Background: an optimization exercise with open tools, aiming at small area, a short achievable clock period and few clock cycles. Do not read the settings as production practice. RTL that was checked went through simulation tests only; none was proved equivalent to the original. Only the layout flow was run in run 1; the RTL was not checked for function there. No activity file was given, so power comes from the tool's default toggle rates.

==> design.v <==
    localparam [19:0] POS_CAP  = 20'hFFFFF;
    localparam [15:0] LINE_CAP = 16'hFFFF;
    localparam [5:0] K_LPAREN  = 6'd0;
    localparam [5:0] K_RPAREN  = 6'd1;
    localparam [5:0] K_LBRACE  = 6'd2;
    localparam [5:0] K_RBRACE  = 6'd3;
    localparam [5:0] K_COMMA   = 6'd4;
    localparam [5:0] K_DOT     = 6'd5;
    localparam [5:0] K_MINUS   = 6'd6;
    localparam [5:0] K_PLUS    = 6'd7;
    localparam [5:0] K_SEMI    = 6'd8;
    localparam [5:0] K_SLASH   = 6'd9;
    localparam [5:0] K_STAR    = 6'd10;
    localparam [5:0] K_BANG    = 6'd11;
    localparam [5:0] K_EQUAL   = 6'd13;
    localparam [5:0] K_GREATER = 6'd15;
    localparam [5:0] K_LESS    = 6'd17;
    localparam [5:0] K_IDENT   = 6'd19;
    localparam [5:0] K_STRING  = 6'd20;
    localparam [5:0] K_NUMBER  = 6'd21;
    localparam [5:0] K_KW_BASE = 6'd22;
    localparam [5:0] K_END     = 6'd38;
    localparam [5:0] K_ERROR   = 6'd39;
    localparam [3:0] S_IDLE    = 4'd0;
    localparam [3:0] S_OP      = 4'd1;
    localparam [3:0] S_SLASH   = 4'd2;
    localparam [3:0] S_COMMENT = 4'd3;
    localparam [3:0] S_STR     = 4'd4;
    localparam [3:0] S_IDENT   = 4'd5;
    localparam [3:0] S_INT     = 4'd6;
    localparam [3:0] S_INTDOT  = 4'd7;
    localparam [3:0] S_FRAC    = 4'd8;
    function automatic is_digit(input [7:0] c);
        is_digit = (c >= 8'h30) && (c <= 8'h39);
    endfunction
    function automatic is_alpha(input [7:0] c);
        is_alpha = ((c >= 8'h61) && (c <= 8'h7A)) || ((c >= 8'h41) && (c <= 8'h5A)) ||
                   (c == 8'h5F);
    endfunction
    function automatic [5:0] paired_kind(input [5:0] k);
        case (k[2:0])
            3'd3:    paired_kind = 6'd12;
            3'd5:    paired_kind = 6'd14;
            3'd7:    paired_kind = 6'd16;
            default: paired_kind = 6'd18;
        endcase
    endfunction
    function automatic [5:0] single_kind(input [7:0] c);
        case (c)
            "(": single_kind = K_LPAREN;
            ")": single_kind = K_RPAREN;
            "{": single_kind = K_LBRACE;
            "}": single_kind = K_RBRACE;
            ",": single_kind = K_COMMA;
            ".": single_kind = K_DOT;
            "-": single_kind = K_MINUS;
            "+": single_kind = K_PLUS;
            ";": single_kind = K_SEMI;
            default: single_kind = K_STAR;
        endcase
    endfunction
    function automatic is_single(input [7:0] c);
        case (c)
            "(", ")", "{", "}", ",", ".", "-", "+", ";", "*": is_single = 1'b1;
            default: is_single = 1'b0;
        endcase
    endfunction
    function automatic [5:0] op_kind(input [7:0] c);
        case (c)
            "=":     op_kind = K_EQUAL;
            ">":     op_kind = K_GREATER;
            "<":     op_kind = K_LESS;
            default: op_kind = K_BANG;
        endcase
    endfunction
    localparam KW_W = 7;
    function automatic [6:0] kw_first(input [7:0] c);
        case (c)
            "a": kw_first = {3'd1, 4'd0};
            "c": kw_first = {3'd1, 4'd1};
            "e": kw_first = {3'd1, 4'd2};
            "f": kw_first = {3'd1, 4'd3};
            "i": kw_first = {3'd1, 4'd6};
            "n": kw_first = {3'd1, 4'd7};
            "o": kw_first = {3'd1, 4'd8};
            "p": kw_first = {3'd1, 4'd9};
            "r": kw_first = {3'd1, 4'd10};
            "s": kw_first = {3'd1, 4'd11};
            "t": kw_first = {3'd1, 4'd12};
            "v": kw_first = {3'd1, 4'd14};
            "w": kw_first = {3'd1, 4'd15};
            default: kw_first = 7'd0;
        endcase
    endfunction
    function automatic [6:0] kw_step(input [6:0] s, input [7:0] c);
        kw_step = 7'd0;
        case (s)
            {3'd1, 4'd0}: case (c)
                "n": kw_step = {3'd2, 4'd0};
                default: ;
            endcase
            {3'd2, 4'd0}: case (c)
                "d": kw_step = {3'd3, 4'd0};
                default: ;
            endcase
            {3'd1, 4'd1}: case (c)
                "l": kw_step = {3'd2, 4'd1};
                default: ;
            endcase
            {3'd2, 4'd1}: case (c)
                "a": kw_step = {3'd3, 4'd1};
                default: ;
            endcase
            {3'd3, 4'd1}: case (c)
                "s": kw_step = {3'd4, 4'd1};
                default: ;
            endcase
            {3'd4, 4'd1}: case (c)
                "s": kw_step = {3'd5, 4'd1};
                default: ;
            endcase
            {3'd1, 4'd2}: case (c)
                "l": kw_step = {3'd2, 4'd2};
                default: ;
            endcase
            {3'd2, 4'd2}: case (c)
                "s": kw_step = {3'd3, 4'd2};
                default: ;
            endcase
            {3'd3, 4'd2}: case (c)
                "e": kw_step = {3'd4, 4'd2};
                default: ;
            endcase
            {3'd1, 4'd3}: case (c)
                "a": kw_step = {3'd2, 4'd3};
                "o": kw_step = {3'd2, 4'd5};
                "u": kw_step = {3'd2, 4'd4};
                default: ;
            endcase
            {3'd2, 4'd3}: case (c)
                "l": kw_step = {3'd3, 4'd3};
                default: ;
            endcase
            {3'd3, 4'd3}: case (c)
                "s": kw_step = {3'd4, 4'd3};
                default: ;
            endcase
            {3'd4, 4'd3}: case (c)
                "e": kw_step = {3'd5, 4'd3};
                default: ;
            endcase
            {3'd2, 4'd4}: case (c)
                "n": kw_step = {3'd3, 4'd4};
                default: ;
            endcase
            {3'd2, 4'd5}: case (c)
                "r": kw_step = {3'd3, 4'd5};
                default: ;
            endcase
            {3'd1, 4'd6}: case (c)
                "f": kw_step = {3'd2, 4'd6};
                default: ;
            endcase
            {3'd1, 4'd7}: case (c)
                "i": kw_step = {3'd2, 4'd7};
                default: ;
            endcase
            {3'd2, 4'd7}: case (c)
                "l": kw_step = {3'd3, 4'd7};
                default: ;
            endcase
            {3'd1, 4'd8}: case (c)
                "r": kw_step = {3'd2, 4'd8};
                default: ;
            endcase
            {3'd1, 4'd9}: case (c)
                "r": kw_step = {3'd2, 4'd9};
                default: ;
            endcase
            {3'd2, 4'd9}: case (c)
                "i": kw_step = {3'd3, 4'd9};
                default: ;
            endcase
            {3'd3, 4'd9}: case (c)
                "n": kw_step = {3'd4, 4'd9};
                default: ;
            endcase
            {3'd4, 4'd9}: case (c)
                "t": kw_step = {3'd5, 4'd9};
                default: ;
            endcase
            {3'd1, 4'd10}: case (c)
                "e": kw_step = {3'd2, 4'd10};
                default: ;
            endcase
            {3'd2, 4'd10}: case (c)
                "t": kw_step = {3'd3, 4'd10};
                default: ;
            endcase
            {3'd3, 4'd10}: case (c)
                "u": kw_step = {3'd4, 4'd10};
                default: ;
            endcase
            {3'd4, 4'd10}: case (c)
                "r": kw_step = {3'd5, 4'd10};
                default: ;
            endcase
            {3'd5, 4'd10}: case (c)
                "n": kw_step = {3'd6, 4'd10};
                default: ;
            endcase
            {3'd1, 4'd11}: case (c)
                "u": kw_step = {3'd2, 4'd11};
                default: ;
            endcase
            {3'd2, 4'd11}: case (c)
                "p": kw_step = {3'd3, 4'd11};
                default: ;
            endcase
            {3'd3, 4'd11}: case (c)
                "e": kw_step = {3'd4, 4'd11};
                default: ;
            endcase
            {3'd4, 4'd11}: case (c)
                "r": kw_step = {3'd5, 4'd11};
                default: ;
            endcase
            {3'd1, 4'd12}: case (c)
                "h": kw_step = {3'd2, 4'd12};
                "r": kw_step = {3'd2, 4'd13};
                default: ;
            endcase
            {3'd2, 4'd12}: case (c)
                "i": kw_step = {3'd3, 4'd12};
                default: ;
            endcase
            {3'd3, 4'd12}: case (c)
                "s": kw_step = {3'd4, 4'd12};
                default: ;
            endcase
            {3'd2, 4'd13}: case (c)
                "u": kw_step = {3'd3, 4'd13};
                default: ;
            endcase
            {3'd3, 4'd13}: case (c)
                "e": kw_step = {3'd4, 4'd13};
                default: ;
            endcase
            {3'd1, 4'd14}: case (c)
                "a": kw_step = {3'd2, 4'd14};
                default: ;
            endcase
            {3'd2, 4'd14}: case (c)
                "r": kw_step = {3'd3, 4'd14};
                default: ;
            endcase
            {3'd1, 4'd15}: case (c)
                "h": kw_step = {3'd2, 4'd15};
                default: ;
            endcase
            {3'd2, 4'd15}: case (c)
                "i": kw_step = {3'd3, 4'd15};
                default: ;
            endcase
            {3'd3, 4'd15}: case (c)
                "l": kw_step = {3'd4, 4'd15};
                default: ;
            endcase
            {3'd4, 4'd15}: case (c)
                "e": kw_step = {3'd5, 4'd15};
                default: ;
            endcase
            default: ;
        endcase
    endfunction
    function automatic [5:0] kw_kind(input [6:0] s);
        case (s)
            {3'd3, 4'd0}: kw_kind = 6'd22;
            {3'd5, 4'd1}: kw_kind = 6'd23;
            {3'd4, 4'd2}: kw_kind = 6'd24;
            {3'd5, 4'd3}: kw_kind = 6'd25;
            {3'd3, 4'd4}: kw_kind = 6'd26;
            {3'd3, 4'd5}: kw_kind = 6'd27;
            {3'd2, 4'd6}: kw_kind = 6'd28;
            {3'd3, 4'd7}: kw_kind = 6'd29;
            {3'd2, 4'd8}: kw_kind = 6'd30;
            {3'd5, 4'd9}: kw_kind = 6'd31;
            {3'd6, 4'd10}: kw_kind = 6'd32;
            {3'd5, 4'd11}: kw_kind = 6'd33;
            {3'd4, 4'd12}: kw_kind = 6'd34;
            {3'd4, 4'd13}: kw_kind = 6'd35;
            {3'd3, 4'd14}: kw_kind = 6'd36;
            {3'd5, 4'd15}: kw_kind = 6'd37;
            default: kw_kind = 6'd19;
        endcase
    endfunction
`timescale 1ns / 1ps
module script_lexer_tokenizer_unit (
    input  logic        i_clk,
    input  logic        i_rst_n,
    input  logic        i_byte_valid,
    output logic        o_byte_ready,
    input  logic [7:0]  i_byte_ch,
    input  logic        i_byte_final,
    output logic        o_tok_valid,
    input  logic        i_tok_ready,
    output logic [5:0]  o_tok_kind,
    output logic [19:0] o_tok_start,
    output logic [19:0] o_tok_len,
    output logic [15:0] o_tok_line,
    output logic [15:0] o_tok_col,
    output logic [7:0]  o_tok_bad,
    output logic        o_tok_last
);
    localparam [19:0] POS_CAP  = 20'hFFFFF;
    localparam [15:0] LINE_CAP = 16'hFFFF;
    localparam [5:0] K_LPAREN  = 6'd0;
    localparam [5:0] K_RPAREN  = 6'd1;
    localparam [5:0] K_LBRACE  = 6'd2;
    localparam [5:0] K_RBRACE  = 6'd3;
    localparam [5:0] K_COMMA   = 6'd4;
    localparam [5:0] K_DOT     = 6'd5;
    localparam [5:0] K_MINUS   = 6'd6;
    localparam [5:0] K_PLUS    = 6'd7;
    localparam [5:0] K_SEMI    = 6'd8;
    localparam [5:0] K_SLASH   = 6'd9;
    localparam [5:0] K_STAR    = 6'd10;
    localparam [5:0] K_BANG    = 6'd11;
    localparam [5:0] K_EQUAL   = 6'd13;
    localparam [5:0] K_GREATER = 6'd15;
    localparam [5:0] K_LESS    = 6'd17;
    localparam [5:0] K_IDENT   = 6'd19;
    localparam [5:0] K_STRING  = 6'd20;
    localparam [5:0] K_NUMBER  = 6'd21;
    localparam [5:0] K_KW_BASE = 6'd22;
    localparam [5:0] K_END     = 6'd38;
    localparam [5:0] K_ERROR   = 6'd39;
    localparam [3:0] S_IDLE    = 4'd0;
    localparam [3:0] S_OP      = 4'd1;
    localparam [3:0] S_SLASH   = 4'd2;
    localparam [3:0] S_COMMENT = 4'd3;
    localparam [3:0] S_STR     = 4'd4;
    localparam [3:0] S_IDENT   = 4'd5;
    localparam [3:0] S_INT     = 4'd6;
    localparam [3:0] S_INTDOT  = 4'd7;
    localparam [3:0] S_FRAC    = 4'd8;
    function automatic is_digit(input [7:0] c);
        is_digit = (c >= 8'h30) && (c <= 8'h39);
    endfunction
    function automatic is_alpha(input [7:0] c);
        is_alpha = ((c >= 8'h61) && (c <= 8'h7A)) || ((c >= 8'h41) && (c <= 8'h5A)) ||
                   (c == 8'h5F);
    endfunction
    function automatic [5:0] paired_kind(input [5:0] k);
        case (k[2:0])
            3'd3:    paired_kind = 6'd12;
            3'd5:    paired_kind = 6'd14;
            3'd7:    paired_kind = 6'd16;
            default: paired_kind = 6'd18;
        endcase
    endfunction
    function automatic [5:0] single_kind(input [7:0] c);
        case (c)
            "(": single_kind = K_LPAREN;
            ")": single_kind = K_RPAREN;
            "{": single_kind = K_LBRACE;
            "}": single_kind = K_RBRACE;
            ",": single_kind = K_COMMA;
            ".": single_kind = K_DOT;
            "-": single_kind = K_MINUS;
            "+": single_kind = K_PLUS;
            ";": single_kind = K_SEMI;
            default: single_kind = K_STAR;
        endcase
    endfunction
    function automatic is_single(input [7:0] c);
        case (c)
            "(", ")", "{", "}", ",", ".", "-", "+", ";", "*": is_single = 1'b1;
            default: is_single = 1'b0;
        endcase
    endfunction
    function automatic [5:0] op_kind(input [7:0] c);
        case (c)
            "=":     op_kind = K_EQUAL;
            ">":     op_kind = K_GREATER;
            "<":     op_kind = K_LESS;
            default: op_kind = K_BANG;
        endcase
    endfunction
    localparam KW_W = 7;
    function automatic [6:0] kw_first(input [7:0] c);
        case (c)
            "a": kw_first = {3'd1, 4'd0};
            "c": kw_first = {3'd1, 4'd1};
            "e": kw_first = {3'd1, 4'd2};
            "f": kw_first = {3'd1, 4'd3};
            "i": kw_first = {3'd1, 4'd6};
            "n": kw_first = {3'd1, 4'd7};
            "o": kw_first = {3'd1, 4'd8};
            "p": kw_first = {3'd1, 4'd9};
            "r": kw_first = {3'd1, 4'd10};
            "s": kw_first = {3'd1, 4'd11};
            "t": kw_first = {3'd1, 4'd12};
            "v": kw_first = {3'd1, 4'd14};
            "w": kw_first = {3'd1, 4'd15};
            default: kw_first = 7'd0;
        endcase
    endfunction
    function automatic [6:0] kw_step(input [6:0] s, input [7:0] c);
        kw_step = 7'd0;
        case (s)
            {3'd1, 4'd0}: case (c)
                "n": kw_step = {3'd2, 4'd0};
                default: ;
            endcase
            {3'd2, 4'd0}: case (c)
                "d": kw_step = {3'd3, 4'd0};
                default: ;
            endcase
            {3'd1, 4'd1}: case (c)
                "l": kw_step = {3'd2, 4'd1};
                default: ;
            endcase
            {3'd2, 4'd1}: case (c)
                "a": kw_step = {3'd3, 4'd1};
                default: ;
            endcase
            {3'd3, 4'd1}: case (c)
                "s": kw_step = {3'd4, 4'd1};
                default: ;
            endcase
            {3'd4, 4'd1}: case (c)
                "s": kw_step = {3'd5, 4'd1};
                default: ;
            endcase
            {3'd1, 4'd2}: case (c)
                "l": kw_step = {3'd2, 4'd2};
                default: ;
            endcase
            {3'd2, 4'd2}: case (c)
                "s": kw_step = {3'd3, 4'd2};
                default: ;
            endcase
            {3'd3, 4'd2}: case (c)
                "e": kw_step = {3'd4, 4'd2};
                default: ;
            endcase
            {3'd1, 4'd3}: case (c)
                "a": kw_step = {3'd2, 4'd3};
                "o": kw_step = {3'd2, 4'd5};
                "u": kw_step = {3'd2, 4'd4};
                default: ;
            endcase
            {3'd2, 4'd3}: case (c)
                "l": kw_step = {3'd3, 4'd3};
                default: ;
            endcase
            {3'd3, 4'd3}: case (c)
                "s": kw_step = {3'd4, 4'd3};
                default: ;
            endcase
            {3'd4, 4'd3}: case (c)
                "e": kw_step = {3'd5, 4'd3};
                default: ;
            endcase
            {3'd2, 4'd4}: case (c)
                "n": kw_step = {3'd3, 4'd4};
                default: ;
            endcase
            {3'd2, 4'd5}: case (c)
                "r": kw_step = {3'd3, 4'd5};
                default: ;
            endcase
            {3'd1, 4'd6}: case (c)
                "f": kw_step = {3'd2, 4'd6};
                default: ;
            endcase
            {3'd1, 4'd7}: case (c)
                "i": kw_step = {3'd2, 4'd7};
                default: ;
            endcase
            {3'd2, 4'd7}: case (c)
                "l": kw_step = {3'd3, 4'd7};
                default: ;
            endcase
            {3'd1, 4'd8}: case (c)
                "r": kw_step = {3'd2, 4'd8};
                default: ;
            endcase
            {3'd1, 4'd9}: case (c)
                "r": kw_step = {3'd2, 4'd9};
                default: ;
            endcase
            {3'd2, 4'd9}: case (c)
                "i": kw_step = {3'd3, 4'd9};
                default: ;
            endcase
            {3'd3, 4'd9}: case (c)
                "n": kw_step = {3'd4, 4'd9};
                default: ;
            endcase
            {3'd4, 4'd9}: case (c)
                "t": kw_step = {3'd5, 4'd9};
                default: ;
            endcase
            {3'd1, 4'd10}: case (c)
                "e": kw_step = {3'd2, 4'd10};
                default: ;
            endcase
            {3'd2, 4'd10}: case (c)
                "t": kw_step = {3'd3, 4'd10};
                default: ;
            endcase
            {3'd3, 4'd10}: case (c)
                "u": kw_step = {3'd4, 4'd10};
                default: ;
            endcase
            {3'd4, 4'd10}: case (c)
                "r": kw_step = {3'd5, 4'd10};
                default: ;
            endcase
            {3'd5, 4'd10}: case (c)
                "n": kw_step = {3'd6, 4'd10};
                default: ;
            endcase
            {3'd1, 4'd11}: case (c)
                "u": kw_step = {3'd2, 4'd11};
                default: ;
            endcase
            {3'd2, 4'd11}: case (c)
                "p": kw_step = {3'd3, 4'd11};
                default: ;
            endcase
            {3'd3, 4'd11}: case (c)
                "e": kw_step = {3'd4, 4'd11};
                default: ;
            endcase
            {3'd4, 4'd11}: case (c)
                "r": kw_step = {3'd5, 4'd11};
                default: ;
            endcase
            {3'd1, 4'd12}: case (c)
                "h": kw_step = {3'd2, 4'd12};
                "r": kw_step = {3'd2, 4'd13};
                default: ;
            endcase
            {3'd2, 4'd12}: case (c)
                "i": kw_step = {3'd3, 4'd12};
                default: ;
            endcase
            {3'd3, 4'd12}: case (c)
                "s": kw_step = {3'd4, 4'd12};
                default: ;
            endcase
            {3'd2, 4'd13}: case (c)
                "u": kw_step = {3'd3, 4'd13};
                default: ;
            endcase
            {3'd3, 4'd13}: case (c)
                "e": kw_step = {3'd4, 4'd13};
                default: ;
            endcase
            {3'd1, 4'd14}: case (c)
                "a": kw_step = {3'd2, 4'd14};
                default: ;
            endcase
            {3'd2, 4'd14}: case (c)
                "r": kw_step = {3'd3, 4'd14};
                default: ;
            endcase
            {3'd1, 4'd15}: case (c)
                "h": kw_step = {3'd2, 4'd15};
                default: ;
            endcase
            {3'd2, 4'd15}: case (c)
                "i": kw_step = {3'd3, 4'd15};
                default: ;
            endcase
            {3'd3, 4'd15}: case (c)
                "l": kw_step = {3'd4, 4'd15};
                default: ;
            endcase
            {3'd4, 4'd15}: case (c)
                "e": kw_step = {3'd5, 4'd15};
                default: ;
            endcase
            default: ;
        endcase
    endfunction
    function automatic [5:0] kw_kind(input [6:0] s);
        case (s)
            {3'd3, 4'd0}: kw_kind = 6'd22;
            {3'd5, 4'd1}: kw_kind = 6'd23;
            {3'd4, 4'd2}: kw_kind = 6'd24;
            {3'd5, 4'd3}: kw_kind = 6'd25;
            {3'd3, 4'd4}: kw_kind = 6'd26;
            {3'd3, 4'd5}: kw_kind = 6'd27;
            {3'd2, 4'd6}: kw_kind = 6'd28;
            {3'd3, 4'd7}: kw_kind = 6'd29;
            {3'd2, 4'd8}: kw_kind = 6'd30;
            {3'd5, 4'd9}: kw_kind = 6'd31;
            {3'd6, 4'd10}: kw_kind = 6'd32;
            {3'd5, 4'd11}: kw_kind = 6'd33;
            {3'd4, 4'd12}: kw_kind = 6'd34;
            {3'd4, 4'd13}: kw_kind = 6'd35;
            {3'd3, 4'd14}: kw_kind = 6'd36;
            {3'd5, 4'd15}: kw_kind = 6'd37;
            default: kw_kind = 6'd19;
        endcase
    endfunction
    logic        r_bv, r_fin;
    logic [7:0]  r_ch;
    logic        r_bv1, r_fin1, r_bv2, r_fin2;
    logic [7:0]  r_ch1, r_ch2;
    logic        r_vout, r_lout;
    logic [3:0]  r_mode, n_mode;
    logic        r_pend, n_pend;     
    logic        r_plast, n_plast;   
    logic        r_post, n_post;     
    logic        r_endp, n_endp;     
    logic [5:0]  r_kind, n_kind;
    logic [KW_W-1:0] r_trie, n_trie;
    logic [19:0] r_tb, r_len, r_pos;
    logic [15:0] r_line, r_col;
    logic        r_errh, n_errh;     
    logic        consume;
    wire [7:0] c        = r_ch;
    wire       c_dig    = is_digit(c);
    wire       c_alp    = is_alpha(c);
    wire       c_aln    = c_dig || c_alp;
    wire       c_single = is_single(c);
    wire       c_op     = (c == "!") || (c == "=") || (c == "<") || (c == ">");
    wire       c_slash  = (c == "/");
    wire       c_quote  = (c == "\"");
    wire       c_nl     = (c == 8'h0A);
    wire       c_ws     = (c == " ") || (c == 8'h0D) || (c == 8'h09);
    wire       c_eq     = (c == "=");
    wire       c_dot    = (c == ".");
    wire       c_err    = !(c_single || c_op || c_slash || c_quote || c_nl || c_ws || c_aln);
    wire        pos_sat  = &r_pos;
    wire        col_sat  = &r_col;
    wire        line_sat = &r_line;
    logic adv, len_adv, line_adv, tb_ld, len_ld, len_v, col_set1, clr;
    logic terminates, closable;
    always_comb begin
        terminates = 1'b0;
        closable   = 1'b1;
        case (r_mode)
            S_OP:     terminates = !c_eq;
            S_SLASH:  terminates = !c_slash;
            S_IDENT:  terminates = !c_aln;
            S_INT:    terminates = !c_dig && !c_dot;
            S_INTDOT: terminates = !c_dig;
            S_FRAC:   terminates = !c_dig;
            default:  closable = 1'b0;
        endcase
    end
    assign o_tok_valid = r_vout;
    assign o_tok_last  = r_lout;
    assign o_tok_kind  = r_kind;
    assign o_tok_start = r_tb;
    assign o_tok_len   = r_len;
    assign o_tok_line  = r_line;
    assign o_tok_col   = r_col;
    assign o_tok_bad   = r_errh ? r_ch : 8'd0;
    wire stall = r_vout && !i_tok_ready;
    always_comb begin
        logic do_idle, hold;
        n_mode = r_mode; n_pend = r_pend; n_plast = r_plast; n_post = r_post;
        n_endp = r_endp; n_kind = r_kind; n_trie = r_trie; n_errh = 1'b0;
        adv = 1'b0; len_adv = 1'b0; line_adv = 1'b0; tb_ld = 1'b0; len_ld = 1'b0;
        len_v = 1'b0; col_set1 = 1'b0; clr = 1'b0;
        consume = 1'b0; do_idle = 1'b0; hold = 1'b0;
        begin
            n_pend = 1'b0; n_plast = 1'b1;
            if (r_endp) begin
                n_endp = 1'b0; n_post = 1'b0; n_mode = S_IDLE;
                clr = 1'b1;
                consume = 1'b1;
            end else if (r_errh) begin
                if (r_fin) n_post = 1'b1;
                else consume = 1'b1;
            end else if (r_post) begin
                if (r_mode == S_INTDOT) begin
                    tb_ld = 1'b1; len_ld = 1'b1; len_v = !pos_sat; adv = 1'b1;
                    n_kind = K_DOT; n_pend = 1'b1; n_plast = 1'b0;
                    n_mode = S_IDLE;
                end else begin
                    tb_ld = 1'b1; len_ld = 1'b1; n_kind = K_END;
                    n_pend = 1'b1; n_plast = 1'b1; n_endp = 1'b1; n_mode = S_IDLE;
                end
            end else if (r_bv) begin
                case (r_mode)
                    S_OP: begin
                        if (c_eq) begin
                            adv = 1'b1; len_adv = 1'b1;
                            n_kind = paired_kind(r_kind); n_pend = 1'b1; n_mode = S_IDLE;
                        end else do_idle = 1'b1;
                    end
                    S_SLASH: begin
                        if (c_slash) begin
                            adv = 1'b1; len_adv = 1'b1; n_mode = S_COMMENT;
                        end else do_idle = 1'b1;
                    end
                    S_COMMENT: begin
                        if (!c_nl) begin
                            adv = 1'b1;
                        end else do_idle = 1'b1;
                    end
                    S_STR: begin
                        if (c_nl) line_adv = 1'b1;
                        adv = 1'b1; len_adv = 1'b1;
                        if (c_quote) begin
                            n_kind = K_STRING; n_pend = 1'b1; n_mode = S_IDLE;
                        end
                    end
                    S_IDENT: begin
                        if (c_aln) begin
                            n_trie = kw_step(r_trie, c); n_kind = kw_kind(n_trie);
                            adv = 1'b1; len_adv = 1'b1;
                        end else do_idle = 1'b1;
                    end
                    S_INT: begin
                        if (c_dig) begin
                            adv = 1'b1; len_adv = 1'b1;
                        end else if (c_dot) n_mode = S_INTDOT;
                        else do_idle = 1'b1;
                    end
                    S_FRAC: begin
                        if (c_dig) begin
                            adv = 1'b1; len_adv = 1'b1;
                        end else do_idle = 1'b1;
                    end
                    S_INTDOT: begin
                        hold = 1'b1;
                        if (c_dig) begin
                            adv = 1'b1; len_adv = 1'b1; n_mode = S_FRAC;
                        end else begin
                            tb_ld = 1'b1; len_ld = 1'b1; len_v = !pos_sat; adv = 1'b1;
                            n_kind = K_DOT; n_pend = 1'b1;
                            n_plast = !r_fin && !c_single && !c_err; n_mode = S_IDLE;
                        end
                    end
                    default: do_idle = 1'b1;
                endcase
                if (do_idle) begin
                    tb_ld = 1'b1; len_ld = 1'b1; len_v = !pos_sat; adv = 1'b1;
                    n_mode = S_IDLE;
                    if (c_single) begin
                        n_kind = single_kind(c); n_pend = 1'b1;
                    end else if (c_op) begin
                        n_kind = op_kind(c); n_mode = S_OP;
                    end else if (c_slash) begin
                        n_kind = K_SLASH; n_mode = S_SLASH;
                    end else if (c_quote) begin
                        n_kind = K_STRING; n_mode = S_STR;
                    end else if (c_nl) begin
                        col_set1 = 1'b1; line_adv = 1'b1;
                    end else if (c_dig) begin
                        n_kind = K_NUMBER; n_mode = S_INT;
                    end else if (c_alp) begin
                        n_trie = kw_first(c); n_kind = K_IDENT; n_mode = S_IDENT;
                    end else if (c_err) begin
                        n_kind = K_ERROR; len_v = 1'b1; n_pend = 1'b1; n_errh = 1'b1;
                        n_plast = !r_fin; hold = 1'b1;
                    end
                end
                if (!hold) begin
                    if (r_fin) begin
                        n_post = 1'b1; n_plast = 1'b0;
                    end else consume = 1'b1;
                end
            end
        end
    end
    wire [19:0] pos_i  = pos_sat ? r_pos : r_pos + 20'd1;
    wire [19:0] len_i  = pos_sat ? r_len : r_len + 20'd1;
    wire [15:0] col_i  = col_sat ? r_col : r_col + 16'd1;
    wire [15:0] line_i = line_sat ? r_line : r_line + 16'd1;
    wire [19:0] n_pos  = clr ? 20'd0 : adv ? pos_i : r_pos;
    wire [15:0] n_col  = clr ? 16'd0 : col_set1 ? 16'd1 : adv ? col_i : r_col;
    wire [15:0] n_line = clr ? 16'd1 : line_adv ? line_i : r_line;
    wire [19:0] n_len  = len_ld ? {19'd0, len_v} : len_adv ? len_i : r_len;
    wire       accept = i_byte_valid && !r_bv2;
    wire       a_free = !r_bv || consume;    
    wire       x_bv   = a_free ? r_bv1 : 1'b1;
    wire [7:0] x_ch   = a_free ? r_ch1 : r_ch;
    wire       x_fin  = a_free ? r_fin1 : r_fin;
    logic x_term, x_closable;
    always_comb begin
        x_term = 1'b0;
        x_closable = 1'b1;
        case (n_mode)
            S_OP:     x_term = (x_ch != "=");
            S_SLASH:  x_term = (x_ch != "/");
            S_IDENT:  x_term = !(is_digit(x_ch) || is_alpha(x_ch));
            S_INT:    x_term = !is_digit(x_ch) && (x_ch != ".");
            S_INTDOT: x_term = !is_digit(x_ch);
            S_FRAC:   x_term = !is_digit(x_ch);
            default:  x_closable = 1'b0;
        endcase
    end
    wire x_tokbyte = is_single(x_ch) ||
                     !(is_digit(x_ch) || is_alpha(x_ch) || (x_ch == "!") || (x_ch == "=") ||
                       (x_ch == "<") || (x_ch == ">") || (x_ch == "/") || (x_ch == "\"") ||
                       (x_ch == 8'h0A) || (x_ch == " ") || (x_ch == 8'h0D) || (x_ch == 8'h09));
    wire x_close = x_bv && !n_post && x_term;
    assign o_byte_ready = !r_bv2;
    wire q_move  = stall ? !r_bv : a_free;
    wire q1_move = q_move && r_bv1;
    always_ff @(posedge i_clk) begin
        if (!i_rst_n) begin
            r_bv <= 1'b0; r_bv1 <= 1'b0; r_bv2 <= 1'b0; r_vout <= 1'b0;
        end else begin
            if (q_move) r_bv <= r_bv1;
            if (q1_move) begin
                r_bv1 <= r_bv2 || accept;
                r_bv2 <= 1'b0;
            end else if (r_bv1) begin
                if (accept) r_bv2 <= 1'b1;
            end else begin
                r_bv1 <= accept;
            end
            if (!stall) r_vout <= n_pend || x_close || (n_post && x_closable);
        end
    end
    always_ff @(posedge i_clk) begin
        if (q_move) begin
            r_ch  <= r_ch1;
            r_fin <= r_fin1;
        end
        if (q1_move || !r_bv1) begin
            r_ch1  <= r_bv2 ? r_ch2 : i_byte_ch;
            r_fin1 <= r_bv2 ? r_fin2 : i_byte_final;
        end
        if (accept) begin
            r_ch2  <= i_byte_ch;
            r_fin2 <= i_byte_final;
        end
        if (!stall)
            r_lout <= n_pend ? n_plast :
                      x_close && !x_fin && (n_mode != S_INTDOT) && !x_tokbyte;
    end
    always_ff @(posedge i_clk) begin
        if (!i_rst_n) begin
            r_mode <= S_IDLE; r_pend <= 1'b0; r_errh <= 1'b0; r_post <= 1'b0; r_endp <= 1'b0;
            r_pos <= '0; r_line <= 16'd1; r_col <= '0;
        end else if (!stall) begin
            r_mode <= n_mode; r_pend <= n_pend; r_errh <= n_errh; r_post <= n_post; r_endp <= n_endp;
            r_pos <= n_pos; r_line <= n_line; r_col <= n_col;
        end
    end
    always_ff @(posedge i_clk) begin
        if (!stall) begin
            r_plast <= n_plast; r_kind <= n_kind; r_trie <= n_trie; r_len <= n_len;
            if (tb_ld) r_tb <= r_pos;
        end
    end
endmodule
==> flow/run.sh <==
#!/bin/bash
# Standard layout (the standard.sh: ORFS synthesis to finish, same clock and
# constraints), with these changes to how the layout is made:
#  - the port buffers that ORFS inserts are plain buffers (buf_1) rather than the
#    delay cell ORFS picks by default; every port still gets its own buffer;
#  - ORFS's timing repair aims for more setup slack than the clock needs;
#  - clock tree: clkbuf_8 buffers, larger sink clusters, no dummy loads.
set -euo pipefail
export SETUP_SLACK_MARGIN=7.0
export BUFFER_PORTS_ARGS="-buffer_cell sky130_fd_sc_hd__buf_1"
export CTS_ARGS="-sink_clustering_enable -repair_clock_nets -buf_list sky130_fd_sc_hd__clkbuf_8 -sink_clustering_size 30 -sink_clustering_max_diameter 100 -dont_use_dummy_load"
bash standard.sh > standard_flow.log 2>&1
==> standard.sh <==
#!/bin/bash
# synth_recipe.tcl (not shown) runs the flow's synth.tcl, then flattens the netlist and writes it again
# the make line also repeats each setting of config.mk as NAME=value (left out here)
make -C /OpenROAD-flow-scripts/flow DESIGN_CONFIG=/design/flow/config.mk WORK_HOME=/design/flow/orfs CLKGATE_MAP_FILE= SYNTH_SCRIPT=/design/flow/synth_recipe.tcl "${@:-finish}"
==> config.mk <==
export PLATFORM = sky130hd
export DESIGN_NAME = script_lexer_tokenizer_unit
export DESIGN_NICKNAME = script_lexer_tokenizer_unit
export VERILOG_FILES = /design/flow/design.v
export SDC_FILE = /design/flow/constraint.sdc
export NUM_CORES = 4
export LEC_CHECK = 0
export ABC_AREA = 1
export CAP_MARGIN = 20
export CORE_MARGIN = 2
export CORE_UTILIZATION = 40
export SLEW_MARGIN = 20
==> constraint.sdc <==
create_clock -name core_clock -period 11.0 [get_ports {i_clk}]
set_input_delay 2.2000 -clock core_clock [delete_from_list [all_inputs] [get_ports {i_clk}]]
set_output_delay 2.2000 -clock core_clock [all_outputs]
set_load 0.01 [all_outputs]
==> impl_results.md, run 1 <==
- Diodes inserted: 0
- Insertion delay to the later sink of the worst-skew pair: between 0.4 and 0.5 ns
- RR Startpoint: r_ch[1]
- Kind of end point of the critical path: primary output
- Final wirelength: 28.2 mm
- Data arrival time of the worst path: 1.59 ns
- Number of nets still failing antenna checks after routing: 0
- Initial core utilization: 40.4%
- Number of nets in the finished design: 1475
- Largest voltage drop on the vdd net: 104 µV
- Syn_nets: around 1400
- Synth async-reset ratio: 0%
- Final-layout setup total negative slack: 0 ns
- Number of DRC markers after the initial detailed-route iteration: between 800 and 900
- Number of port buffers: 101
- Kind of launch point of the worst setup path: flip-flop
- Library cells used by synthesis: 52
- Final setup skew: around 0.036 ns
- Number of H-tree levels: 4
- Number of pins with negative max-slew slack in the final report: 0
- Final Critical Period: 3.79 ns
- Hold Vio Cnt, Final: 0
- Placed wire-length estimate after detailed placement: 21.6 mm
- Vias/cell: 5.38
- Ys flop type: sky130_fd_sc_hd__edfxtp_1
- Top-level port count: 102
- Die area: 0.0248 mm²
- Detailed Routing Iterations Pass 1: 6
- Met3 Routed Length: between 1.5 and 2 mm
- Most frequent standard cell in the layout excluding fill and tap cells: sky130_fd_sc_hd__nand2_1
- Critical-path top delay cell: sky130_fd_sc_hd__dfxtp_1
- Width of the chip: 158 µm
- Post-place setup slack: 6.32 ns
- Max Cap Viol: 0
- Headroom to the max-slew limit: 39.8%
- Total via count after detailed routing: 9544
- Vias in the first global route: 8968
- Crit Path Max Fanout: 13
- Status: complete, no violations
- Total setup violations reported at the end of the flow: 0
- Crit path kind: flip-flop to primary output
- Maximum number of pins on one net before global-route repair: 21
- Cells on Worst Hold Path: 0
- Initial antenna violation count: 0
- Mean Syn Cell Area: 6.96 µm²
- Core area: about 0.023 mm²
- PD cells: 265 mW/mm²
- Register-to-register setup slack: 7.27 ns
- Wirelength per Cell: 15.9 µm
- Length of routed wiring on met1: ~13 mm
- Crit path largest cell delay: 0.57 ns
- Post-CTS Hold Fix Bufs: 0
- PnR worst setup slack: 7.21 ns
- Clock buffer depth: 2
- Classification of the worst-slack hold path: flip-flop to flip-flop
- Reg2Reg Capture Point: r_kind[1]
- Final routed DRC violation total: 0
- Data required time of the worst path: 8.80 ns
- Clock-pin slew on the worst setup and hold paths: 0.10 ns
- Sink of the worst hold path: r_tb[9]
- Unrepaired setup endpoints after global routing: no
- Die height: approximately 160 µm
- Top routing layer used: met4
- Detailed-routed wire length on met2: 12.7 mm
- Share of final-layout standard cells stronger than drive strength 1: under 10%
- Global placement routability congestion: 0.997
- Sequential cell area fraction in the yosys report: 39.2%
- Number of cells produced by synthesis: 1354
- Number of buffers created by CTS: 17
- Total power: 2.76 mW
- Depth of the most critical reg-to-reg path: 18
- Leakage power: 4.26 nW
- Most frequent cells in the layout: sky130_fd_sc_hd__nand2_1, sky130_fd_sc_hd__inv_1, sky130_fd_sc_hd__nor2_1, sky130_fd_sc_hd__buf_1, sky130_fd_sc_hd__a21oi_1
- Ratio of final minimum period to clock period: between 30% and 40%
- Synthesized flop and latch total: 144
- Number of core rows: 56
- Startpoint of the most critical hold path: r_pos[9]
- Global route total overflow: 0
- Global-route wire length before repair: 44.9 mm
- TritonCTS sink count: about 140
- Transition time at the pin with the least slew margin: 0.900 ns
- Count of yosys warnings during synthesis: 1
- CTS tree: built
- Master cell of the clock root buffer: sky130_fd_sc_hd__clkbuf_8
- Global Route Usage Sum: between 20% and 30%
- Number of enable-type register cells in the synthesized netlist: 81
- Worst path cell trace: clkinv_1 > buf_1
- Post-synthesis instance area: 0.00943 mm²
- Area growth from synthesis to final layout: 10.3%
- Max Clock Freq: 264 MHz
==> synthesized netlist by cell type (19+ instances only) <==
master | count | area [µm²]
sky130_fd_sc_hd__nand2_1 | 284 | 1070
sky130_fd_sc_hd__edfxtp_1 | 81 | 2430
sky130_fd_sc_hd__o21ai_0 | 77 | 385
sky130_fd_sc_hd__nand4_1 | 25 | 156
sky130_fd_sc_hd__inv_1 | 199 | 747
sky130_fd_sc_hd__dfxtp_1 | 63 | 1260
sky130_fd_sc_hd__nand2_2 | 19 | 119
sky130_fd_sc_hd__nor2_1 | 166 | 623
sky130_fd_sc_hd__nor3_1 | 78 | 390
sky130_fd_sc_hd__nand3_1 | 86 | 430
sky130_fd_sc_hd__a21oi_1 | 91 | 455
sky130_fd_sc_hd__nor4_1 | 19 | 119
==> worst max-delay path: cells and delay by family (launching register included) <==
kind	cells	cell delay [ns]
buffers and inverters	2	0.59
DFF	1	0.57
==> per-stage QoR <==
stage / util [%] / area, µm² / cells / hold slack [ns]
floorplan: - / 9430 / 1354 / 0.408
global placement: 43.2 / 10100 / 1751 / 0.440
detailed placement: 43.2 / 10100 / 1751 / 0.438
CTS: 44.3 / 10300 / 1769 / 0.461
global route: 44.6 / 10400 / 1775 / 0.487
finish: 44.6 / 10400 / 1775 / 0.458
==> layer usage <==
layer | vias up | GRT usage, %
li1 | 4753 | -
met1 | 4358 | 30.6
met2 | 361 | 36.2
met3 | 72 | 3.91
met4 | 0 | 9.57
met5 | - | 0
==> logic make-up (layout without fill, tap and decap cells) <==
logic type                 Yosys count  count (layout)  synth area share, %
adders and majority gates            4               4                0.531
xor gates and xnor gates             5               5                0.464
AOI/OAI and AO/OA                  239             239                 14.4
buffers and inverters              236             338                 9.90
and+or+nand+nor                    726             726                 35.5
DFF                                144             144                 39.2
==> where the power goes <==
part	switching (mW)	internal (mW)	total [mW]
logic	1.05	0.425	1.48
registers	0.161	0.808	0.969
clock network	0.179	0.136	0.315
==> area by class of cell <==
| cell class | instances | area, µm² |
|---|---|---|
| well taps | 319 | 399 |
| multi-input cells | 974 | 4820 |
| fillers | 2457 | 12900 |
| flip-flops and latches | 144 | 3690 |
| repair inverters | 2 | 15.0 |
| inverters | 212 | 811 |
| clock buffers | 17 | 234 |
| repair buffers | 107 | 424 |
==> timing repair <==
item / 4_1_cts / 5_1_grt
endpoints found under the setup margin: 50 / 50
gates resized for setup: 3 / 10
pin swaps: 0 / 1
setup buffers: 0 / 5
cloned: 1 / 1
==> registers in the layout, indices dropped and copies added (netlist names), 4 cells and up <==
register and flops:
r_mode 4, r_kind 6, r_tb 20, r_col 16
r_trie 7, r_ch 8, r_ch1 8, r_len 20
r_pos 20, r_ch2 8, r_line 16
==> how the worst max path moves through the flow <==
stage                      from      endpoint  slack (ns)  cells after the start
CTS                 i_tok_ready    r_line[13]        7.02                      8
finish                    r_bv2  o_byte_ready        7.21                      2
global placement    i_tok_ready      r_pos[8]        6.42                      8
global route            r_ch[4]      r_len[7]        6.98                     17
detailed placement  i_tok_ready      r_pos[8]        6.32                      8
floorplan           i_tok_ready       r_tb[0]        7.28                      6
==> run 2, diff against run 1 <==
--- a/design.v
+++ b/design.v
@@ -829,9 +829,12 @@
             r_ch  <= r_ch1;
             r_fin <= r_fin1;
         end
-        if (q1_move || !r_bv1) begin
-            r_ch1  <= r_bv2 ? r_ch2 : i_byte_ch;
-            r_fin1 <= r_bv2 ? r_fin2 : i_byte_final;
+        if (q1_move ? !r_bv2 : !r_bv1) begin
+            r_ch1  <= i_byte_ch;
+            r_fin1 <= i_byte_final;
+        end else if (q1_move) begin
+            r_ch1  <= r_ch2;
+            r_fin1 <= r_fin2;
         end
         if (accept) begin
             r_ch2  <= i_byte_ch;
--- a/flow/run.sh
+++ b/flow/run.sh
@@ -6,7 +6,7 @@
 #  - ORFS's timing repair aims for more setup slack than the clock needs;
 #  - clock tree: clkbuf_8 buffers, larger sink clusters, no dummy loads.
 set -euo pipefail
-export SETUP_SLACK_MARGIN=7.0
+export SETUP_SLACK_MARGIN=7.5
 export BUFFER_PORTS_ARGS="-buffer_cell sky130_fd_sc_hd__buf_1"
 export CTS_ARGS="-sink_clustering_enable -repair_clock_nets -buf_list sky130_fd_sc_hd__clkbuf_8 -sink_clustering_size 30 -sink_clustering_max_diameter 100 -dont_use_dummy_load"
 bash standard.sh > standard_flow.log 2>&1
==> impl_results.md, run 2 <==
- Leakage power: between 4 and 5 nW
- Total via count after detailed routing: 9853
- Reg2Reg Capture Point: r_fin1
- Final wirelength: slightly below 30 mm
- TritonCTS sink count: 144
- Most instantiated cells after synthesis: sky130_fd_sc_hd__nand2_1, sky130_fd_sc_hd__inv_1, sky130_fd_sc_hd__nor2_1, sky130_fd_sc_hd__a21oi_1, sky130_fd_sc_hd__edfxtp_1
- Post-synthesis instance area: between 0.009 and 0.01 mm²
- Post-place instance area: 0.0101 mm²
- Library cells used by synthesis: 56
- Initial core utilization: about two fifths
- Clock buffer depth: 2
- Classification of the worst-slack hold path: flip-flop to flip-flop
- Sink of the worst hold path: r_tb[13]
- Unrepaired setup endpoints after global routing: yes
- Clock-pin slew on the worst setup and hold paths: approximately 0.080 ns
- Diodes inserted: 0
- Width of the chip: roughly 160 µm
- Detailed Routing Iterations Pass 1: 6
- Wirelength per Cell: approximately 16 µm
- Hold Vio Cnt, Final: 0
- Startpoint of the most critical hold path: r_pos[13]
- Largest registers: r_len x20, r_pos x20, r_tb x20
- Crit Path Max Fanout: 3
- Most frequent cells in the layout: sky130_fd_sc_hd__nand2_1, sky130_fd_sc_hd__inv_1, sky130_fd_sc_hd__nor2_1, sky130_fd_sc_hd__buf_1, sky130_fd_sc_hd__a21oi_1
- Met3 usage in global routing: 3.66%
- Mean Syn Cell Area: 6.99 µm²
- Global Route Usage Sum: 22.5%
- Number of core rows: 55
- Transition time at the pin with the least slew margin: 0.750 ns
- Number of port buffers: 101
- Global-route wire length before repair: 44.3 mm
- Top-level port count: 102
- Kind of end point of the critical path: primary output
- Number of H-tree levels: 4
- Master cell of the clock root buffer: sky130_fd_sc_hd__clkbuf_8
- Vias in the first global route: about 9000
- Number of cells produced by synthesis: around 1300
- Vias/cell: 5.46
- Most frequent standard cell in the layout excluding fill and tap cells: sky130_fd_sc_hd__nand2_1
- Final-layout setup total negative slack: 0 ns
- Sequential cell area fraction in the yosys report: 39.5%
- RR Startpoint: r_ch[1]
- Synthesized flop and latch total: 144
- Number of nets in the finished design: 1512
- Max Cap Viol: 0
- Synth area leaders: sky130_fd_sc_hd__edfxtp_1, sky130_fd_sc_hd__dfxtp_1, sky130_fd_sc_hd__nand2_1
- Data required time of the worst path: 8.80 ns
- Maximum number of pins on one net before global-route repair: 24
- Final Critical Period: 3.54 ns
- Cell type contributing the most total cell area after synthesis: sky130_fd_sc_hd__edfxtp_1
- Most heavily used metal layer in global routing: met2
- Largest voltage drop on the vdd net: roughly 94 µV
- Ys flop type: sky130_fd_sc_hd__edfxtp_1
- Compound-Gate Fraction of Synth Area: 13.5%
- Post-synthesis adder-cell area fraction: 0.535%
- Depth of the most critical reg-to-reg path: 17
- Xor-xnor portion of the synthesized cell area: 0.656%
- Cell with the most instances after synthesis: sky130_fd_sc_hd__nand2_1
- Area growth from synthesis to final layout: 20.2%
- Share of final-layout standard cells stronger than drive strength 1: 15.9%
- Total setup violations reported at the end of the flow: 0
- Number of pins with negative max-slew slack in the final report: 0
- Die area: 0.0246 mm²
- Register-to-register setup slack: 7.64 ns
- Max Clock Freq: 282 MHz
- Met1 Track Usage GR: 32.1%
- Number of buffers created by CTS: 17
- Core occupancy in the finished layout: slightly below 50%
- Met2 layer usage reported by global route: between 30% and 40%
- Number of DRC markers after the initial detailed-route iteration: about 1100
- Status: complete, no violations
- Global route total overflow: 0
- Final Non-Filler Cells: around 1800
- Count of yosys warnings during synthesis: 1
- Insertion delay to the later sink of the worst-skew pair: 0.45 ns
- CTS tree: built
- Mux share of post-synthesis cell area: approximately 1.1%
- Synth top area share: 26.0%
- Ratio of final minimum period to clock period: about a third
- Cells on Worst Hold Path: 0
- PD cells: 190 mW/mm²
- Data arrival time of the worst path: 1.34 ns
- Number of nets still failing antenna checks after routing: 0
- Kind of launch point of the worst setup path: flip-flop
- Initial antenna violation count: 0
- Number of enable-type register cells in the synthesized netlist: 81
- Fill cell count: 2284
- Synth async-reset ratio: 0%
- Crit path kind: flip-flop to primary output
- Placed wire-length estimate after detailed placement: 21.0 mm
- Syn_nets: 1354
- Die height: 157 µm
- Final routed DRC violation total: 0
- Number of instances in the placed design: 1732
- Largest family of logic cells by synthesized area: simple AND/OR/NAND/NOR gates
- Final setup skew: approximately 0.038 ns
- Global placement routability congestion: 0.948
- Area fraction in and, or, nand and nor cells after synthesis: between 30% and 40%
- Post-route standard cell area excluding fillers: 0.0112 mm²
- Headroom to the max-slew limit: about half
- Core area: 0.0228 mm²
==> run 2: changes by cell type in the layout (fill, tap and decap cells not counted), moves of 8 or more <==
| cell | change |
|---|---|
| sky130_fd_sc_hd__nand3_1 | -11 |
| sky130_fd_sc_hd__o21ai_0 | -14 |
| sky130_fd_sc_hd__nor2_4 | +12 |
| sky130_fd_sc_hd__buf_4 | +41 |
| sky130_fd_sc_hd__nand2_4 | +8 |
| sky130_fd_sc_hd__nand2_1 | -28 |
| sky130_fd_sc_hd__nor2_2 | +11 |
| sky130_fd_sc_hd__nand2_2 | +24 |
| sky130_fd_sc_hd__nor2_1 | -16 |
==> run 2: through the flow <==
| stage | total power, mW | setup slack, ns | hold slack (ns) |
|---|---|---|---|
| finish | 2.13 | 7.46 | 0.465 |
| global route | 2.28 | 7.39 | 0.479 |
| CTS | 1.98 | 7.48 | 0.466 |
| detailed placement | 1.62 | 6.54 | 0.444 |
| global placement | 1.62 | 6.58 | 0.439 |
| floorplan | 1.39 | 7.48 | 0.408 |
==> run 2: how the worst max path moves through the flow <==
stage                   end  cells after the start   startpoint
3_5_place_dp       r_pos[8]                      8  i_tok_ready
5_1_grt        o_tok_bad[5]                      4      r_ch[5]
4_1_cts            r_len[0]                     14      r_ch[0]
2_1_floorplan      r_ch1[0]                      5  i_tok_ready
3_3_place_gp       r_pos[8]                      8  i_tok_ready
6_report       o_tok_bad[5]                      4      r_ch[5]
==> run 2: cell type report <==
class	instances	area (µm²)	share of cell area [%]
repair inverters	3	20.0	0.178
multi-input cells	968	5290	47.1
clock buffers	17	234	2.08
flip-flops and latches	144	3700	32.9
well taps	313	392	3.49
inverters	208	802	7.14
repair buffers	153	800	7.12
==> run 2: critical path, stage by stage (launching register included) <==
cell	delay [ns]
sky130_fd_sc_hd__edfxtp_1	0.47
sky130_fd_sc_hd__buf_4	0.18
sky130_fd_sc_hd__nand2_1	0.08
sky130_fd_sc_hd__inv_1	0.05
sky130_fd_sc_hd__buf_1	0.12
==> run 2: cells by family after synthesis <==
logic type / count (synthesis)
flops: 144
xor+xnor: 7
buf+inv: 228
fa+ha+maj: 4
mux: 9
simple gates: 728
compound gates: 217
==> run 2: metal layers <==
metal,vias to the layer above,routed length [µm]
met2,432,12900
met1,4541,13300
li1,4824,-
met3,56,1940
met4,0,706
met5,-,0
==> run 2: report_power, final <==
part / total, mW / switching, mW / internal [mW]
Combinational: 1.00 / 0.666 / 0.338
Clock: 0.311 / 0.175 / 0.136
Sequential: 0.819 / 0.101 / 0.718
==> run 2: timing repair <==
action,4_1_cts,5_1_grt
pin swaps,4,32
resized for setup,17,123
setup buffers,17,33
endpoints found under the hold margin,0,0
setup endpoints to repair,73,56
hold buffers,0,0
gates cloned,3,3
Testbench counts of run 2, summed over its fixed seeds: cycles 22,586.
==> run 3, diff against run 2 <==
--- a/flow/run.sh
+++ b/flow/run.sh
@@ -6,7 +6,7 @@
 #  - ORFS's timing repair aims for more setup slack than the clock needs;
 #  - clock tree: clkbuf_8 buffers, larger sink clusters, no dummy loads.
 set -euo pipefail
-export SETUP_SLACK_MARGIN=7.5
+export SETUP_SLACK_MARGIN=7.4
 export BUFFER_PORTS_ARGS="-buffer_cell sky130_fd_sc_hd__buf_1"
 export CTS_ARGS="-sink_clustering_enable -repair_clock_nets -buf_list sky130_fd_sc_hd__clkbuf_8 -sink_clustering_size 30 -sink_clustering_max_diameter 100 -dont_use_dummy_load"
 bash standard.sh > standard_flow.log 2>&1
==> impl_results.md, run 3 <==
- Synth async-reset ratio: 0%
- Global-route wire length before repair: 44.4 mm
- Classification of the worst-slack hold path: flip-flop to flip-flop
- Diodes inserted: 0
- Data required time of the worst path: 8.80 ns
- Number of enable-type register cells in the synthesized netlist: 81
- Detailed Routing Iterations Pass 1: 6
- Syn_nets: 1354
- Width of the chip: 157 µm
- Top-level port count: between 100 and 150
- Number of pins with negative max-slew slack in the final report: 0
- Cell with the most instances after synthesis: sky130_fd_sc_hd__nand2_1
- Share of final-layout standard cells stronger than drive strength 1: 11.1%
- Ratio of final minimum period to clock period: 32.7%
- Max Cap Viol: 0
- Headroom to the max-slew limit: between 40% and 50%
- Hold Vio Cnt, Final: 0
- Kind of launch point of the worst setup path: flip-flop
- Sequential share of power: approximately two fifths
- Post-CTS Hold Fix Bufs: 0
- Core area: 0.0228 mm²
- Relative contribution of combinational cells to total power: 44.8%
- Post-place instance area: 0.0100 mm²
- Switching power as a share of total power: 43.7%
- Synth top area share: 26.0%
- Final Critical Period: 3.59 ns
- Crit path largest cell delay: 0.53 ns
- Clock-pin slew on the worst setup and hold paths: around 0.080 ns
- Largest voltage drop on the vdd net: 105 µV
- Final-layout setup total negative slack: 0 ns
- Final wirelength: 28.1 mm
- Post-synthesis instance area: roughly 0.0093 mm²
- Transition time at the pin with the least slew margin: about 0.82 ns
- Final Non-Filler Cells: roughly 1800
- Synthesized flop and latch total: 144
- Worst path cell trace: buf_4 > nand2_1 > inv_1 > buf_1
- Status: complete, no violations
- Number of H-tree levels: 4
- Total via count after detailed routing: 9579
- PD cells: 190 mW/mm²
- Kind of end point of the critical path: primary output
- Most instantiated cells after synthesis: sky130_fd_sc_hd__nand2_1, sky130_fd_sc_hd__inv_1, sky130_fd_sc_hd__nor2_1, sky130_fd_sc_hd__a21oi_1, sky130_fd_sc_hd__edfxtp_1
- Global Route Usage Sum: 22.6%
- Placed wire-length estimate after detailed placement: 21.1 mm
- Largest registers: r_len x20, r_pos x20, r_tb x20
- Number of nets in the finished design: about 1500
- Final setup skew: 0.0382 ns
- Number of buffers created by CTS: 17
- Global route total overflow: 0
- TritonCTS sink count: 144
- Cell Int Power: 1.15 mW
- Global placement routability congestion: 0.988
- Maximum number of pins on one net before global-route repair: 24
- Number of core rows: 55
- Mean Syn Cell Area: around 7 µm²
- Post-route standard cell area excluding fillers: 0.0108 mm²
- Most frequent standard cell in the layout excluding fill and tap cells: sky130_fd_sc_hd__nand2_1
- Area taken by multi-input logic gates: ~0.0050 mm²
- Unrepaired setup endpoints after global routing: yes
- Crit Path Max Fanout: 7
- Fill cell count: 2341
- Library cells used by synthesis: between 50 and 60
- Number of cells produced by synthesis: 1337
- Clock buffer depth: 2
- Data arrival time of the worst path: 1.39 ns
- Vias in the first global route: 8750
- Number of nets still failing antenna checks after routing: 0
- Area growth from synthesis to final layout: 15.3%
- Leakage power: around 4.4 nW
- CTS tree: built
- Clock share of power: 15.4%
- Insertion delay to the later sink of the worst-skew pair: 0.47 ns
- Final routed DRC violation total: 0
- Master cell of the clock root buffer: sky130_fd_sc_hd__clkbuf_8
- Worst hold slack: 0.450 ns
- Number of port buffers: 101
- Count of yosys warnings during synthesis: 1
- Critical-path top delay cell: sky130_fd_sc_hd__edfxtp_1
- Cell type contributing the most total cell area after synthesis: sky130_fd_sc_hd__edfxtp_1
- Initial core utilization: 41.0%
- Max Clock Freq: 278 MHz
- Crit path kind: flip-flop to primary output
- Area of all sequential standard cells: 0.00370 mm²
- Most frequent cells in the layout: sky130_fd_sc_hd__nand2_1, sky130_fd_sc_hd__inv_1, sky130_fd_sc_hd__nor2_1, sky130_fd_sc_hd__buf_1, sky130_fd_sc_hd__a21oi_1
- Wirelength per Cell: 15.8 µm
- Total setup violations reported at the end of the flow: 0
- Sequential cell area fraction in the yosys report: 39.5%
- Synth area leaders: sky130_fd_sc_hd__edfxtp_1, sky130_fd_sc_hd__dfxtp_1, sky130_fd_sc_hd__nand2_1
- Switching power total: 896 µW
- Number of instances in the placed design: 1732
- Vias/cell: 5.37
- Die height: between 150 and 200 µm
- Ys flop type: sky130_fd_sc_hd__edfxtp_1
- Initial antenna violation count: 0
- Number of DRC markers after the initial detailed-route iteration: 830
- Die area: about 0.025 mm²
run 3: cells by family (layout without fill, tap and decap cells):
family	after synthesis	count (layout)	synth area share (%)
AO/OA/AOI/OAI	217	217	13.5
XOR/XNOR	7	7	0.656
adder cells (fa/ha/maj)	4	4	0.535
buffers and inverters	228	362	9.54
flip-flops	144	144	39.5
multiplexers	9	9	1.08
AND/OR/NAND/NOR	728	729	35.2
run 3: power by group through the flow:
stage               logic [mW]  clock network, mW  registers [mW]
floorplan                0.564                  0           0.829
global placement         0.797                  0           0.827
detailed placement       0.796                  0           0.828
CTS                      0.834              0.325           0.814
global route              1.02              0.342           0.830
finish                   0.918              0.316           0.815
run 3: what timing repair did:
item | 4_1_cts | 5_1_grt
pin swaps | 2 | 10
setup buffers | 13 | 20
resized for setup | 15 | 46
gates cloned | 2 | 1
setup endpoints to repair | 66 | 63
endpoints found under the hold margin | 0 | 0
run 3: worst paths after layout:
kind	from	endpoint	slack, ns	depth (start not counted)
min	r_ch1[6]	r_ch[6]	0.45	0
max	r_ch[2]	o_tok_bad[2]	7.41	4
min reg2reg	r_ch1[6]	r_ch[6]	0.45	0
max reg2reg	r_ch[2]	r_lout	7.62	24
run 3: routing by layer:
| layer | vias up | global-route usage, % | part of all wire, % |
|---|---|---|---|
| li1 | 4780 | - | - |
| met1 | 4379 | 31.8 | 47 |
| met2 | 370 | 35.4 | 44 |
| met3 | 50 | 4.21 | 6.9 |
| met4 | 0 | 6.33 | 2.0 |
| met5 | - | 0 | 0 |
run 3: per-stage QoR:
step	power (mW)	setup slack (ns)	utilization [%]
after floorplan	1.39	7.43	-
after global placement	1.62	6.44	44.1
after detailed placement	1.62	6.38	44.1
after CTS	1.97	7.41	45.8
after global routing	2.20	7.35	47.3
final	2.05	7.41	47.3
run 3: critical path, delay by kind of cell, from the launching register on:
family                 cells  cell delay, ns
buffers and inverters      3            0.36
flip-flops                 1            0.53
AND/OR/NAND/NOR            1            0.05
run 3: final cells by class:
cell class | instances | area share [%]
multi-input cells | 966 | 46.3
flip-flops and latches | 144 | 34.3
inverters | 208 | 7.44
repair buffers | 135 | 6.00
well taps | 313 | 3.63
clock buffers | 17 | 2.17
repair inverters | 2 | 0.139
==> run 4, diff against run 3 <==
--- a/flow/run.sh
+++ b/flow/run.sh
@@ -6,7 +6,7 @@
 #  - ORFS's timing repair aims for more setup slack than the clock needs;
 #  - clock tree: clkbuf_8 buffers, larger sink clusters, no dummy loads.
 set -euo pipefail
-export SETUP_SLACK_MARGIN=7.4
+export SETUP_SLACK_MARGIN=7.0
 export BUFFER_PORTS_ARGS="-buffer_cell sky130_fd_sc_hd__buf_1"
 export CTS_ARGS="-sink_clustering_enable -repair_clock_nets -buf_list sky130_fd_sc_hd__clkbuf_8 -sink_clustering_size 30 -sink_clustering_max_diameter 100 -dont_use_dummy_load"
 bash standard.sh > standard_flow.log 2>&1
==> impl_results.md, run 4 <==
- Cell Int Power: 1.09 mW
- Number of pins with negative max-slew slack in the final report: 0
- Post-place setup slack: 6.13 ns
- Post-place instance area: 0.0100 mm²
- Syn_nets: around 1400
- Sequential cell area fraction in the yosys report: 39.5%
- Area fraction in and, or, nand and nor cells after synthesis: 35.2%
- Number of H-tree levels: 4
- Width of the chip: approximately 160 µm
- Core area: roughly 0.023 mm²
- Register-to-register setup slack: 7.32 ns
- Total setup violations reported at the end of the flow: 0
- Largest voltage drop on the vdd net: 110 µV
- Headroom to the max-slew limit: about 39%
- Crit path kind: input port to flip-flop
- Crit Path Max Fanout: 16
- Final Critical Period: 3.78 ns
- Status: complete, no violations
- Synthesized flop and latch total: approximately 140
- Unrepaired setup endpoints after global routing: no
- Cells on Worst Hold Path: 0
- Xor-xnor portion of the synthesized cell area: 0.656%
- Most frequent standard cell in the layout excluding fill and tap cells: sky130_fd_sc_hd__nand2_1
- Number of cells produced by synthesis: 1337
- Die height: ~160 µm
- Library cells used by synthesis: between 50 and 60
- Global placement routability congestion: 0.985
- Max Cap Viol: 0
- Kind of end point of the critical path: flip-flop
- Synth top area share: 26.0%
- Clock share of power: 16.6%
- Final Non-Filler Cells: 1752
- Most frequent cells in the layout: sky130_fd_sc_hd__nand2_1, sky130_fd_sc_hd__inv_1, sky130_fd_sc_hd__nor2_1, sky130_fd_sc_hd__buf_1, sky130_fd_sc_hd__a21oi_1
- Die area: 0.0246 mm²
- Global route total overflow: 0
- Post-synthesis adder-cell area fraction: 0.535%
- Maximum number of pins on one net before global-route repair: 25
- Diodes inserted: 0
- Cell with the most instances after synthesis: sky130_fd_sc_hd__nand2_1
- Count of yosys warnings during synthesis: 1
- Switching power total: approximately 860 µW
- Setup crit start: i_tok_ready
- Share of final-layout standard cells stronger than drive strength 1: 6.60%
- Insertion delay to the later sink of the worst-skew pair: 0.46 ns
- Wirelength per Cell: 15.8 µm
- Number of instances in the placed design: ~1700
- Switching power as a share of total power: 44.1%
- Area growth from synthesis to final layout: 10.5%
- Data required time of the worst path: 11.37 ns
- Clock buffer depth: 2
- PnR worst setup slack: 7.22 ns
- Ratio of final minimum period to clock period: 34.3%
- Number of enable-type register cells in the synthesized netlist: 81
- Core occupancy in the finished layout: 45.3%
- Number of DRC markers after the initial detailed-route iteration: around 850
- Initial antenna violation count: 0
- Mux share of post-synthesis cell area: between 1 and 1.5%
- Hold Vio Cnt, Final: 0
- Kind of launch point of the worst setup path: input port
- Number of buffers created by CTS: 17
- Final wirelength: 27.7 mm
- Classification of the worst-slack hold path: flip-flop to flip-flop
- Ys flop type: sky130_fd_sc_hd__edfxtp_1
- Synth async-reset ratio: 0%
- Cell type contributing the most total cell area after synthesis: sky130_fd_sc_hd__edfxtp_1
- Top-level port count: 102
- RR Startpoint: r_ch[6]
- Number of core rows: 55
- Mean Syn Cell Area: 6.99 µm²
- CTS tree: built
- Sequential share of power: 41.6%
- Number of nets in the finished design: 1458
- Final-layout setup total negative slack: 0 ns
- Startpoint of the most critical hold path: r_pos[6]
- Number of port buffers: slightly above 100
- Global-route wire length before repair: 44.3 mm
- Clock-pin slew on the worst setup and hold paths: 0.08 ns
- Depth of the most critical reg-to-reg path: 14
- Vias in the first global route: 8843
- Detailed Routing Iterations Pass 1: 9
- Max Clock Freq: 265 MHz
- Final routed DRC violation total: 0
- Worst hold slack: 0.465 ns
- Leakage power: about 4.3 nW
- Number of nets still failing antenna checks after routing: 0
- Post-route standard cell area excluding fillers: 0.0103 mm²
- Post-CTS Hold Fix Bufs: 0
- Total power: between 1.5 and 2 mW
- TritonCTS sink count: 144
- Total via count after detailed routing: 9452
- Largest registers: r_len x20, r_pos x20, r_tb x20
- Largest family of logic cells by synthesized area: simple AND/OR/NAND/NOR gates
- Relative contribution of combinational cells to total power: 41.8%
- Global Route Usage Sum: around 22%
- Compound-Gate Fraction of Synth Area: 13.5%
- Placed wire-length estimate after detailed placement: 21.4 mm
- Transition time at the pin with the least slew margin: 0.911 ns
- Master cell of the clock root buffer: sky130_fd_sc_hd__clkbuf_8
- Initial core utilization: ~41%
- Synth area leaders: sky130_fd_sc_hd__edfxtp_1, sky130_fd_sc_hd__dfxtp_1, sky130_fd_sc_hd__nand2_1
- Vias/cell: 5.39
- Most instantiated cells after synthesis: sky130_fd_sc_hd__nand2_1, sky130_fd_sc_hd__inv_1, sky130_fd_sc_hd__nor2_1, sky130_fd_sc_hd__a21oi_1, sky130_fd_sc_hd__edfxtp_1
- PD cells: 189 mW/mm²
- Final setup skew: 0.0426 ns
- Data arrival time of the worst path: 4.15 ns
- Post-synthesis instance area: just over 0.009 mm²
## run 4: cell counts after synthesis
No cell type changed its count.
## run 4: worst paths after layout
path                             endpoint
worst min-delay path              r_tb[6]
worst min register to register    r_tb[6]
worst max-delay path            r_line[8]
worst max register to register   r_ch1[1]
## run 4: final cells by class
class	count	area, µm²
Timing Repair inverter	1	7.51
Tap cell	313	392
Inverter	208	790
Multi-Input combinational cell	965	4810
Sequential cell	144	3690
Fill cell	2364	12400
Timing Repair Buffer	104	405
Clock buffer	17	234
## run 4: routing by layer
| layer | vias up | routed length (µm) | GRT usage, % |
|---|---|---|---|
| met4 | 0 | 487 | 6.42 |
| met5 | - | 0 | 0 |
| met1 | 4334 | 13300 | 31.9 |
| li1 | 4701 | - | - |
| met3 | 50 | 1880 | 4.51 |
| met2 | 367 | 12100 | 34.6 |
## run 4: timing repair
action / 4_1_cts / 5_1_grt
pin swaps: 0 / 1
endpoints found under the setup margin: 63 / 55
buffers inserted: 0 / 1
gates resized for setup: 5 / 7
cloned: 0 / 1
## run 4: power by group through the flow
stage / logic, mW / registers, mW / clock network [mW]
6_report: 0.818 / 0.815 / 0.325
5_1_grt: 0.921 / 0.830 / 0.354
4_1_cts: 0.800 / 0.816 / 0.337
3_5_place_dp: 0.794 / 0.828 / 0
3_3_place_gp: 0.795 / 0.827 / 0
2_1_floorplan: 0.562 / 0.829 / 0
## run 4: cells by family (layout without fill, tap and decap cells)
family / after synthesis / in the layout
AND/OR/NAND/NOR: 728 / 728
buffers and inverters: 228 / 330
AO/OA/AOI/OAI: 217 / 217
flip-flops: 144 / 144
multiplexers: 9 / 9
XOR/XNOR: 7 / 7
adder cells (fa/ha/maj): 4 / 4
## run 4: worst max-delay path, cell delays in order
cell and delay (ns):
sky130_fd_sc_hd__buf_1 0.10, sky130_fd_sc_hd__nor2_4 0.30, sky130_fd_sc_hd__clkinvlp_4 0.33, sky130_fd_sc_hd__nand2_1 0.20
sky130_fd_sc_hd__nand2_1 0.33, sky130_fd_sc_hd__clkinvlp_4 0.36, sky130_fd_sc_hd__o21ai_0 0.16, sky130_fd_sc_hd__a2bb2oi_1 0.15

==> static timing again, ports no longer ideal <==
The flow's constraints put no driver on any port. The routed layouts listed below were extracted and timed again, unchanged, in two steps.
Step 1, drivers: a clkbuf_16 drives i_clk and a buf_2 each remaining input, both assumed.
Step 2, shift: input delay + t, output delay - t, t = (earliest + latest rising clock arrival at the registers) / 2. This alone moves slack from input paths to output paths.
Three values: ideal ports, drivers, drivers and shift; two values: the first two.
| run | t, ns | setup slack, ns | worst slew at a driven data input, ns |
|---|---|---|---|
| run 1 | 0.480 | 7.212 / 7.170 / 6.764 | 0.04 |
| run 2 | 0.478 | 7.457 / 7.415 / 7.168 | 0.06 |
| run 3 | 0.489 | 7.408 / 7.366 / 7.002 | 0.05 |
| run 4 | 0.485 | 7.223 / 7.237 / 6.761 | 0.05 |
After both steps every run listed still meets setup and hold. The setup slack of run 4, which loses most, moves by +0.014 ns with the drivers and by -0.462 ns with both steps.
